This is an optimization exercise on Yosys and OpenROAD, whose aim is small area, a short achievable clock period and few clock cycles per item, not a production implementation.
Only simulation tests tie the RTL to the original design; equivalence was not proved.

File: flow/run.sh
#!/bin/bash
# synth_recipe.tcl (not shown) runs the flow's synth.tcl, then flattens the netlist and writes it again
# the make line also repeats each setting of config.mk as NAME=value (left out here)
make -C /OpenROAD-flow-scripts/flow DESIGN_CONFIG=/design/flow/config.mk WORK_HOME=/design/flow/orfs CLKGATE_MAP_FILE= SYNTH_SCRIPT=/design/flow/synth_recipe.tcl finish
File: flow/config.mk
export PLATFORM = sky130hd
export DESIGN_NAME = face_track_associator
export DESIGN_NICKNAME = face_track_associator
export VERILOG_FILES = /design/flow/design.v
export SDC_FILE = /design/flow/constraint.sdc
export NUM_CORES = 4
export LEC_CHECK = 0
export CAP_MARGIN = 20
export CORE_MARGIN = 2
export CORE_UTILIZATION = 40
export SLEW_MARGIN = 20
File: flow/constraint.sdc
create_clock -name core_clock -period 8.5 [get_ports {clk_i}]
set_input_delay 1.7000 -clock core_clock [delete_from_list [all_inputs] [get_ports {clk_i}]]
set_output_delay 1.7000 -clock core_clock [all_outputs]
set_load 0.01 [all_outputs]
File: flow/design.v
package fta_pkg;
  localparam int unsigned COORD_W  = 12;
  localparam int unsigned THRESH_W = 8;
  localparam int unsigned TRACK_W  = 5;
  localparam int unsigned MAX_FACES_DEF = 16;
  localparam int unsigned PROD_W   = 2 * COORD_W;
  localparam int unsigned DIST_W   = PROD_W + 1;
  localparam int unsigned NW_W     = THRESH_W + COORD_W;
  localparam int unsigned LIMIT_W  = THRESH_W + 2 * COORD_W;
  localparam int unsigned SCALED_W = DIST_W + THRESH_W;
  localparam int unsigned PIPE_LAT = 4;
  localparam int unsigned DRAIN_W  = $clog2(PIPE_LAT);
  localparam int unsigned APB_AW = 3;
  localparam int unsigned APB_DW = 32;
  localparam logic REG_THRESH_NUM = 1'b0;
  localparam logic REG_THRESH_DEN = 1'b1;
  localparam logic [THRESH_W-1:0] THRESH_NUM_RST = 8'd1;
  localparam logic [THRESH_W-1:0] THRESH_DEN_RST = 8'd5;
  localparam logic FUNC_DETECT    = 1'b0;
  localparam logic FUNC_FRAME_END = 1'b1;
  localparam logic KIND_VERDICT   = 1'b0;
  localparam logic KIND_FRAME_END = 1'b1;
  typedef enum logic [1:0] {
    ST_IDLE,
    ST_SCAN,
    ST_DRAIN,
    ST_COMMIT
  } fta_state_e;
  typedef struct packed {
    logic in_ready;
    logic load;
    logic issue;
    logic commit;
  } fta_cmd_t;
  typedef struct packed {
    logic in_valid;
    logic in_frame_end;
    logic scan_last;
    logic out_free;
  } fta_status_t;
endpackage
module face_track_associator #(
  parameter int unsigned MAX_FACES = fta_pkg::MAX_FACES_DEF
) (
  input  logic                        clk_i,
  input  logic                        rst_ni,
  input  logic                        in_valid,
  output logic                        in_ready,
  input  logic                        in_func,
  input  logic [fta_pkg::COORD_W-1:0] in_det_x,
  input  logic [fta_pkg::COORD_W-1:0] in_det_y,
  input  logic [fta_pkg::COORD_W-1:0] in_det_width,
  input  logic [fta_pkg::COORD_W-1:0] in_det_height,
  input  logic                        in_passes_check,
  output logic                        out_valid,
  input  logic                        out_ready,
  output logic                        out_result_kind,
  output logic                        out_matched,
  output logic [fta_pkg::COORD_W-1:0] out_kept_x,
  output logic [fta_pkg::COORD_W-1:0] out_kept_y,
  output logic                        out_stored,
  output logic                        out_overflow,
  output logic [fta_pkg::TRACK_W-1:0] out_tracked_count,
  input  logic                        psel,
  input  logic                        penable,
  input  logic                        pwrite,
  input  logic [fta_pkg::APB_AW-1:0]  paddr,
  input  logic [fta_pkg::APB_DW-1:0]  pwdata,
  output logic [fta_pkg::APB_DW-1:0]  prdata,
  output logic                        pready
);
  localparam int unsigned N  = 16;
  localparam int unsigned CW = fta_pkg::COORD_W;
  localparam int unsigned TW = fta_pkg::THRESH_W;
  localparam int unsigned FB = 8;                
  localparam int unsigned RW = 1 + 1 + CW + CW + 1 + 1 + fta_pkg::TRACK_W;
  logic [TW-1:0] num_q, den_q;
  assign pready = 1'b1;
  always_ff @(posedge clk_i or negedge rst_ni) begin
    if (!rst_ni) begin
      num_q <= fta_pkg::THRESH_NUM_RST;
      den_q <= fta_pkg::THRESH_DEN_RST;
    end else if (psel && penable && pwrite) begin
      if (paddr[2]) den_q <= pwdata[TW-1:0];
      else          num_q <= pwdata[TW-1:0];
    end
  end
  assign prdata = {{(fta_pkg::APB_DW-TW){1'b0}}, paddr[2] ? den_q : num_q};
  logic [N-1:0][CW-1:0] ox_q, oy_q;    
  logic [N-1:0][CW-1:0] nx_q, ny_q;    
  logic [N-1:0]         olive_q;       
  logic [4:0]           cnt_q;         
  function automatic logic [3:0] msb_of(input logic [CW-1:0] v);
    msb_of = '0;
    for (int b = 0; b < CW; b++) if (v[b]) msb_of = 4'(b);
  endfunction
  function automatic logic [FB-1:0] bound_mask(input logic [3:0] mn, input logic [3:0] mv,
                                               input logic [3:0] md);
    for (int b = 0; b < FB; b++)
      bound_mask[b] = (b >= 1) && (6'(b) + 6'(md) + 6'd1 >= 6'(mn) + 6'(mv));
  endfunction
  logic [3:0]    mnum, mden;
  logic [FB-1:0] hmx_in, hmy_in;
  logic          den_zero, nocand_in;
  assign mnum      = msb_of(CW'(num_q));
  assign mden      = msb_of(CW'(den_q));
  assign den_zero  = (den_q == '0);
  assign nocand_in = (num_q == '0) || (in_det_width == '0) || (in_det_height == '0);
  assign hmx_in    = den_zero ? '0 : bound_mask(mnum, msb_of(in_det_width), mden);
  assign hmy_in    = den_zero ? '0 : bound_mask(mnum, msb_of(in_det_height), mden);
  logic          a_v_q, a_func_q, a_pass_q, a_first_q, a_nocand_q;
  logic [CW-1:0] a_x_q, a_y_q, a_w_q, a_h_q;
  logic [FB-1:0] a_hmx_q, a_hmy_q;
  logic [N-1:0]  a_iss_q;
  logic          e1_v_q, e1_sv_q, e1_first_q, e1_last_q, e1_func_q, e1_pass_q;
  logic [3:0]    e1_idx_q;
  logic [CW-1:0] e1_tx_q, e1_ty_q, e1_x_q, e1_y_q, e1_w_q, e1_h_q;
  logic          e2_v_q, e2_sv_q, e2_first_q, e2_last_q, e2_func_q, e2_pass_q;
  logic [3:0]    e2_idx_q;
  logic [CW-1:0] e2_tx_q, e2_ty_q, e2_x_q, e2_y_q, e2_w_q, e2_h_q, e2_dx_q, e2_dy_q;
  logic [2*CW-1:0] e2_wh_q;
  logic          e3_v_q, e3_sv_q, e3_first_q, e3_last_q, e3_func_q, e3_pass_q;
  logic [3:0]    e3_idx_q;
  logic [CW-1:0] e3_tx_q, e3_ty_q, e3_x_q, e3_y_q;
  logic [fta_pkg::DIST_W-1:0]  e3_d_q;
  logic [2*CW-1:0] e3_wh_q;
  logic          c_v_q, c_cand_q, c_first_q, c_last_q, c_func_q, c_pass_q;
  logic [3:0]    c_idx_q;
  logic [CW-1:0] c_px_q, c_py_q;
  logic [fta_pkg::DIST_W-1:0]  c_d_q;
  logic          found_q;
  logic [3:0]    bidx_q;
  logic [CW-1:0] bx_q, by_q;
  logic [fta_pkg::DIST_W-1:0]  bd_q;
  logic          out_v_q, sk_v_q;
  logic [RW-1:0] out_q, sk_q, res;
  logic          adv;
  assign adv = !sk_v_q;
  logic [N-1:0]  pass, sv, rem, sel, pend;
  logic          fe_inflight, blk, can_issue, slot_last, a_done;
  logic [3:0]    sel_idx;
  logic [CW-1:0] sel_x, sel_y;
  always_comb begin
    for (int i = 0; i < N; i++) begin
      logic [FB:0]   ddx, ddy;
      logic [FB-1:0] ux, uy;
      ddx = {1'b0, a_x_q[CW-1 -: FB]} - {1'b0, ox_q[i][CW-1 -: FB]};
      ddy = {1'b0, a_y_q[CW-1 -: FB]} - {1'b0, oy_q[i][CW-1 -: FB]};
      ux  = ddx[FB-1:0] ^ {FB{ddx[FB]}};
      uy  = ddy[FB-1:0] ^ {FB{ddy[FB]}};
      pass[i] = olive_q[i] && ((ux & a_hmx_q) == '0) && ((uy & a_hmy_q) == '0);
    end
  end
  assign sv  = (a_func_q || a_nocand_q) ? '0 : pass;
  assign rem = sv & ~a_iss_q;
  always_comb begin
    pend = '0;
    if (e1_v_q && e1_sv_q) pend[e1_idx_q] = 1'b1;
    if (e2_v_q && e2_sv_q) pend[e2_idx_q] = 1'b1;
    if (e3_v_q && e3_sv_q) pend[e3_idx_q] = 1'b1;
    if (c_v_q && c_cand_q) pend[c_idx_q] = 1'b1;
    if (found_q) pend[bidx_q] = 1'b1;
  end
  assign fe_inflight = (e1_v_q && e1_func_q) || (e2_v_q && e2_func_q) || (e3_v_q && e3_func_q) ||
                       (c_v_q && c_func_q);
  assign blk         = (!a_func_q && fe_inflight) || ((rem & pend) != '0);
  assign can_issue   = a_v_q && adv && !blk;
  always_comb begin
    logic seen;
    seen = 1'b0;
    sel  = '0;
    for (int i = 0; i < N; i++) begin
      sel[i] = rem[i] && !seen;
      seen   = seen || rem[i];
    end
  end
  always_comb begin
    sel_idx = '0;
    sel_x   = '0;
    sel_y   = '0;
    for (int i = 0; i < N; i++) begin
      if (sel[i]) sel_idx = sel_idx | 4'(i);
      sel_x = sel_x | (ox_q[i] & {CW{sel[i]}});
      sel_y = sel_y | (oy_q[i] & {CW{sel[i]}});
    end
  end
  assign slot_last = ((rem & ~sel) == '0);
  assign a_done    = can_issue && slot_last;
  assign in_ready  = !a_v_q || a_done;
  always_ff @(posedge clk_i or negedge rst_ni) begin
    if (!rst_ni) begin
      a_v_q <= 1'b0;
    end else if (in_ready) begin
      a_v_q <= in_valid;
    end
  end
  always_ff @(posedge clk_i) begin
    if (in_valid && in_ready) begin
      a_func_q   <= in_func;
      a_pass_q   <= in_passes_check;
      a_x_q      <= in_det_x;
      a_y_q      <= in_det_y;
      a_w_q      <= in_det_width;
      a_h_q      <= in_det_height;
      a_hmx_q    <= hmx_in;
      a_hmy_q    <= hmy_in;
      a_nocand_q <= nocand_in;
      a_iss_q    <= '0;
      a_first_q  <= 1'b1;
    end else if (can_issue) begin
      a_iss_q    <= a_iss_q | sel;
      a_first_q  <= 1'b0;
    end
  end
  logic [CW-1:0]   dx1, dy1;
  logic [2*CW-1:0] wh1;
  assign dx1 = (e1_x_q >= e1_tx_q) ? e1_x_q - e1_tx_q : e1_tx_q - e1_x_q;
  assign dy1 = (e1_y_q >= e1_ty_q) ? e1_y_q - e1_ty_q : e1_ty_q - e1_y_q;
  assign wh1 = (2*CW)'(e1_w_q) * (2*CW)'(e1_h_q);
  logic [fta_pkg::DIST_W-1:0] d2;
  logic [fta_pkg::DIST_W-1:0] dx2, dy2, w2, h2;
  assign dx2 = fta_pkg::DIST_W'(e2_dx_q);
  assign dy2 = fta_pkg::DIST_W'(e2_dy_q);
  assign w2  = fta_pkg::DIST_W'(e2_w_q);
  assign h2  = fta_pkg::DIST_W'(e2_h_q);
  assign d2  = dx2 * h2 + dy2 * w2;
  logic [fta_pkg::SCALED_W+1:0] diff3;
  logic cand3;
  localparam int unsigned SW2 = fta_pkg::SCALED_W + 2;
  logic [SW2-1:0] wh3, d3, num3, den3;
  assign wh3   = SW2'(e3_wh_q);
  assign d3    = SW2'(e3_d_q);
  assign num3  = SW2'(num_q);
  assign den3  = SW2'(den_q);
  assign diff3 = wh3 * num3 - d3 * den3 - SW2'(1);
  assign cand3 = e3_sv_q && !diff3[fta_pkg::SCALED_W+1];
  always_ff @(posedge clk_i or negedge rst_ni) begin
    if (!rst_ni) begin
      e1_v_q <= 1'b0;
      e2_v_q <= 1'b0;
      e3_v_q <= 1'b0;
      c_v_q  <= 1'b0;
    end else if (adv) begin
      e1_v_q <= can_issue;
      e2_v_q <= e1_v_q;
      e3_v_q <= e2_v_q;
      c_v_q  <= e3_v_q;
    end
  end
  always_ff @(posedge clk_i) begin
    if (adv) begin
      e1_sv_q    <= (rem != '0);
      e1_first_q <= a_first_q;
      e1_last_q  <= slot_last;
      e1_func_q  <= a_func_q;
      e1_pass_q  <= a_pass_q;
      e1_idx_q   <= sel_idx;
      e1_tx_q    <= sel_x;
      e1_ty_q    <= sel_y;
      e1_x_q     <= a_x_q;
      e1_y_q     <= a_y_q;
      e1_w_q     <= a_w_q;
      e1_h_q     <= a_h_q;
      e2_sv_q    <= e1_sv_q;
      e2_first_q <= e1_first_q;
      e2_last_q  <= e1_last_q;
      e2_func_q  <= e1_func_q;
      e2_pass_q  <= e1_pass_q;
      e2_idx_q   <= e1_idx_q;
      e2_tx_q    <= e1_tx_q;
      e2_ty_q    <= e1_ty_q;
      e2_x_q     <= e1_x_q;
      e2_y_q     <= e1_y_q;
      e2_w_q     <= e1_w_q;
      e2_h_q     <= e1_h_q;
      e2_dx_q    <= dx1;
      e2_dy_q    <= dy1;
      e2_wh_q    <= wh1;
      e3_sv_q    <= e2_sv_q;
      e3_first_q <= e2_first_q;
      e3_last_q  <= e2_last_q;
      e3_func_q  <= e2_func_q;
      e3_pass_q  <= e2_pass_q;
      e3_idx_q   <= e2_idx_q;
      e3_tx_q    <= e2_tx_q;
      e3_ty_q    <= e2_ty_q;
      e3_x_q     <= e2_x_q;
      e3_y_q     <= e2_y_q;
      e3_d_q     <= d2;
      e3_wh_q    <= e2_wh_q;
      c_cand_q   <= cand3;
      c_first_q  <= e3_first_q;
      c_last_q   <= e3_last_q;
      c_func_q   <= e3_func_q;
      c_pass_q   <= e3_pass_q;
      c_idx_q    <= e3_idx_q;
      c_px_q     <= cand3 ? e3_tx_q : e3_x_q;
      c_py_q     <= cand3 ? e3_ty_q : e3_y_q;
      c_d_q      <= e3_d_q;
    end
  end
  logic          acc_found, hit, nfound, commit, take, full, stored;
  logic [3:0]    nidx;
  logic [CW-1:0] kx, ky;
  logic [4:0]    cnt_d;
  assign acc_found = found_q && !c_first_q;
  assign hit       = c_cand_q && (!acc_found || (c_d_q < bd_q));
  assign nfound    = acc_found || hit;
  assign nidx      = hit ? c_idx_q : bidx_q;
  assign kx        = (acc_found && !hit) ? bx_q : c_px_q;
  assign ky        = (acc_found && !hit) ? by_q : c_py_q;
  assign commit    = adv && c_v_q && c_last_q;
  assign take      = nfound || c_pass_q;
  assign full      = cnt_q[4];
  assign stored    = take && !full;
  assign cnt_d     = cnt_q + 5'(stored);
  assign res = c_func_q ? {fta_pkg::KIND_FRAME_END, 1'b0, CW'(0), CW'(0), 1'b0, 1'b0, cnt_q}
                         : {fta_pkg::KIND_VERDICT, nfound, kx, ky, stored, take && full, cnt_d};
  always_ff @(posedge clk_i or negedge rst_ni) begin
    if (!rst_ni) begin
      found_q <= 1'b0;
      olive_q <= '0;
      cnt_q   <= '0;
    end else if (adv && c_v_q) begin
      if (c_last_q) begin
        found_q <= 1'b0;
        if (c_func_q) begin
          for (int i = 0; i < N; i++) olive_q[i] <= (5'(i) < cnt_q);
          cnt_q <= '0;
        end else begin
          if (nfound) olive_q[nidx] <= 1'b0;
          cnt_q <= cnt_d;
        end
      end else begin
        found_q <= nfound;
      end
    end
  end
  always_ff @(posedge clk_i) begin
    if (adv && c_v_q && !c_last_q && hit) begin
      bidx_q <= c_idx_q;
      bx_q   <= c_px_q;
      by_q   <= c_py_q;
      bd_q   <= c_d_q;
    end
  end
  always_ff @(posedge clk_i) begin
    for (int i = 0; i < N; i++) begin
      if (commit && c_func_q) begin
        ox_q[i] <= nx_q[i];
        oy_q[i] <= ny_q[i];
      end
      if (commit && !c_func_q && stored && (cnt_q[3:0] == 4'(i))) begin
        nx_q[i] <= kx;
        ny_q[i] <= ky;
      end
    end
  end
  always_ff @(posedge clk_i or negedge rst_ni) begin
    if (!rst_ni) begin
      out_v_q <= 1'b0;
      sk_v_q  <= 1'b0;
    end else if (!out_v_q || out_ready) begin
      out_v_q <= sk_v_q || commit;
      sk_v_q  <= 1'b0;
    end else if (commit) begin
      sk_v_q  <= 1'b1;
    end
  end
  always_ff @(posedge clk_i) begin
    if (!out_v_q || out_ready) begin
      if (sk_v_q)      out_q <= sk_q;
      else if (commit) out_q <= res;
    end else if (commit) begin
      sk_q <= res;
    end
  end
  assign out_valid = out_v_q;
  assign {out_result_kind, out_matched, out_kept_x, out_kept_y, out_stored, out_overflow,
          out_tracked_count} = out_q;
endmodule
==> impl_metrics.py <==
metrics = {
    "status": {
        "status": "timing/DRC/antenna clean",
    },
    "sta": {
        "finClkSkew_ns": 0.0809,
        "fmax_mhz": 120,
        "finalCritPeriodShare_pct": 98.1,
        "max_slew_margin_pct": 16.2,
        "drv_slew": 0,
        "finalHoldViolCount": 0,
        "hold_slack_ns": 0.375,
        "finalSetupViolCount": 0,
        "tightest_slew_ns": 1.26,
        "setup_ws_ns": 0.158,
        "min_period_ns": 8.34,
    },
    "layout": {
        "final_common_cell": "edfxtp_1",
        "layout-drive-gt1-share_pct": 7.84,
        "final_cell_mix": "edfxtp_1, inv_1, nand2_1",
        "fin_util_pct": 44.9,
        "fin_area_um2": 105000,
        "fin_cells": 11700,
        "syn2layout_area_growth_pct": 11.6,
        "layout.nets": 9832,
    },
    "place": {
        "pre_cts_slack_ns": 0.156,
        "hpwl_um": 210000,
        "dp.cells": 11400,
        "globalplace.congestion": 0.935,
        "numPortBuffers": 108,
        "placed_cell_area_um2": 100000,
    },
    "logic_synthesis": {
        "synthArstFlopShare_pct": 3.24,
        "synth_top_area_share_pct": 42.1,
        "synth-seq-cells": 1388,
        "synth.area.top_cells": "edfxtp_1, fa_1, ha_1",
        "yosys_warnings": 1,
        "synth_area_per_cell_um2": 11.5,
        "post-synth-top-area-cell": "edfxtp_1",
        "synthesis.area_um2": 94500,
        "yosys.cell_types.count": 125,
        "ys.flop_type": "edfxtp_1",
        "seq_area_frac_synth_pct": 43.7,
        "synthCells": 8227,
        "synth-edff-count": 1326,
    },
    "floorplan": {
        "rows": 178,
        "die_w_um": 490,
        "core_um2": 235000,
        "fp.dieH_um": 490,
        "ios": 160,
        "start_util_pct": 40.2,
        "dieArea_um2": 240000,
    },
    "setup_path": {
        "r2r_slack_ns": 0.45,
        "cp-end-kind": "output pin",
        "crit_type": "reg -> out",
        "crit_required_ns": 6.80,
        "crit_arrival_ns": 6.64,
        "start_kind": "flip-flop",
        "cp_max_fo": 12,
    },
    "run": {
        "maxCapViolations": 0,
    },
    "min_path": {
        "hp-class": "reg -> reg",
    },
    "detailed_routing": {
        "antenna_left": 0,
        "drt_pass1_iterations": 6,
        "via_per_inst": 5.48,
        "drc": 0,
        "via_count": 64100,
        "wl_per_cell_um": 24.2,
        "drt_iter0_drc": 5770,
        "wl_um": 283000,
    },
    "global_route": {
        "grt_usage_pct": 23.3,
        "grt_overflow": 0,
        "grt_first_pass_wirelength_um": 418000,
        "antenna_found_initial": 14,
        "grt_pass1_vias": 65300,
        "grt_max_degree": 148,
    },
    "clock_tree": {
        "root_buffer": "clkbuf_16",
        "clk_pin_slew_ns": 0.06,
        "clkLatencyLatePin_ns": 0.84,
        "cts_buffer_depth": 3,
        "cts_tree": "built",
        "numCtsBuffers": 154,
        "htreeDepth": 4,
        "clock-sinks": 1388,
    },
}
-- layout make-up --
cell class,instances,area (um2)
clock buffer,184,3990
multi-input combinational,5316,47500
inverter,1231,4630
antenna,7,17.5
sequential,1388,41300
tap,3150,3940
fill,21600,130000
clock inverter,97,1140
timing repair buffer,313,2890
-- per-stage QoR --
| step | TNS, ns |
|---|---|
| 4_1_cts | 0 |
| 5_1_grt | -0.00118 |
| 6_report | 0 |
| 3_3_place_gp | 0 |
| 2_1_floorplan | 0 |
| 3_5_place_dp | 0 |
-- Yosys cell counts, types with 32 or more instances --
cell type     n
o31ai_1      40
inv_1      1227
nand2_1     813
xnor2_1     261
nand4_1      35
nand2b_1     94
and2_1      312
nand3_1      93
dfrtp_1      42
and3_1       35
clkbuf_1    235
fa_1        711
a31oi_1      52
a221oi_1     32
o211ai_1     63
mux2_2       69
ha_1        625
edfxtp_1   1326
nor2_1      311
o2111ai_1    33
a22oi_1     125
a21oi_1     293
a31o_2       33
mux2i_1      87
nor2b_1      59
xor2_1      118
nor3_1       69
o21ai_0     144
a21o_1      172
a211oi_1     38
-- logic make-up (layout without fill, tap and decap cells) --
| kind of cell | count (synthesis) | after routing | share of synthesized area [%] |
|---|---|---|---|
| muxes | 159 | 159 | 1.82 |
| and+or+nand+nor | 2002 | 2002 | 10.4 |
| adders and majority gates | 1338 | 1338 | 23.4 |
| other | 2 | 32 | 0.00795 |
| AOI/OAI and AO/OA | 1412 | 1412 | 10.9 |
| xor gates and xnor gates | 380 | 380 | 3.54 |
| DFF | 1388 | 1388 | 43.7 |
| buffers and inverters | 1546 | 1825 | 6.33 |
-- critical path: stages (launching register included) --
cell and delay, ns:
edfxtp_1 0.74, buf_12 0.32, ha_1 0.38, o21ai_0 0.14, o21a_1 0.21, or2_1 0.31, xnor2_1 0.16, a222oi_1 0.66
o2111ai_1 0.19, or4_1 0.77, nand2_1 0.32, maj3_1 0.22, nor3_1 0.04, o21ai_0 0.45, o31ai_1 0.14, buf_4 0.20
clkdlybuf4s50_1 0.49
-- layer usage --
metal	up-vias	GRT usage (%)	wire, um	part of all wire (%)
li1	28800	-	-	-
met4	10	11.2	15200	5.4
met5	-	0	60	0.021
met3	550	3.75	18200	6.4
met1	32400	30.1	116000	41
met2	2283	38.1	133000	47
-- flip-flops by register name, indices dropped and copies added (netlist names), 16 cells and up --
name,count
out_q,33
e2_wh_q,24
c_d_q,25
sk_q,33
ny_q,192
e3_wh_q,24
bd_q,25
nx_q,192
olive_q,16
oy_q,192
e3_d_q,25
a_iss_q,16
ox_q,192
-- final timing paths --
check,from,cells after the start,to
setup / recovery,a_y_q[8]$_DFFE_PP_,16,in_ready
hold / removal,e2_wh_q[23]$_DFFE_PN_,0,e3_wh_q[23]$_DFFE_PN_
max in group asynchronous,rst_ni,2,sk_v_q$_DFFE_PN0P_
min in group asynchronous,rst_ni,2,out_v_q$_DFFE_PN0N_
setup reg to reg,num_q[4]$_DFFE_PN0P_,24,c_py_q[0]$_DFFE_PN_
hold reg to reg,e2_wh_q[23]$_DFFE_PN_,0,e3_wh_q[23]$_DFFE_PN_
-- timing repair --
action	4_1_cts	5_1_grt
pin swaps	0	3
hold buffers	0	0
setup buffers	2	6
gates resized for setup	0	14
setup endpoints to repair	1	25
Testbench counts, summed over its fixed seeds: cycles 5,825, items 3,950.

-- what the ideal ports hide --
In the flow no input, the clock included, has a driving cell. The finished layout below was timed again as built, in two steps.
Step 1 assumes that a clkbuf_16 drives the clock port and a buf_2 every other input.
Step 2 moves the port delays by t, midway between the first and last clock arrival at a register: inputs arrive t later, outputs are due t later. That takes back most of the time a late clock gives input paths.
Three values: ideal ports, drivers, drivers and shift; two values: the first two.
t (ns): 0.892
setup WS [ns]: 0.158 / 0.069 / 0.449
worst data-port slew with drivers (ns): 0.15
After both steps setup and hold are still met in this run. For this run, drivers alone change the setup slack by -0.089 ns; drivers and shift together by +0.291 ns.
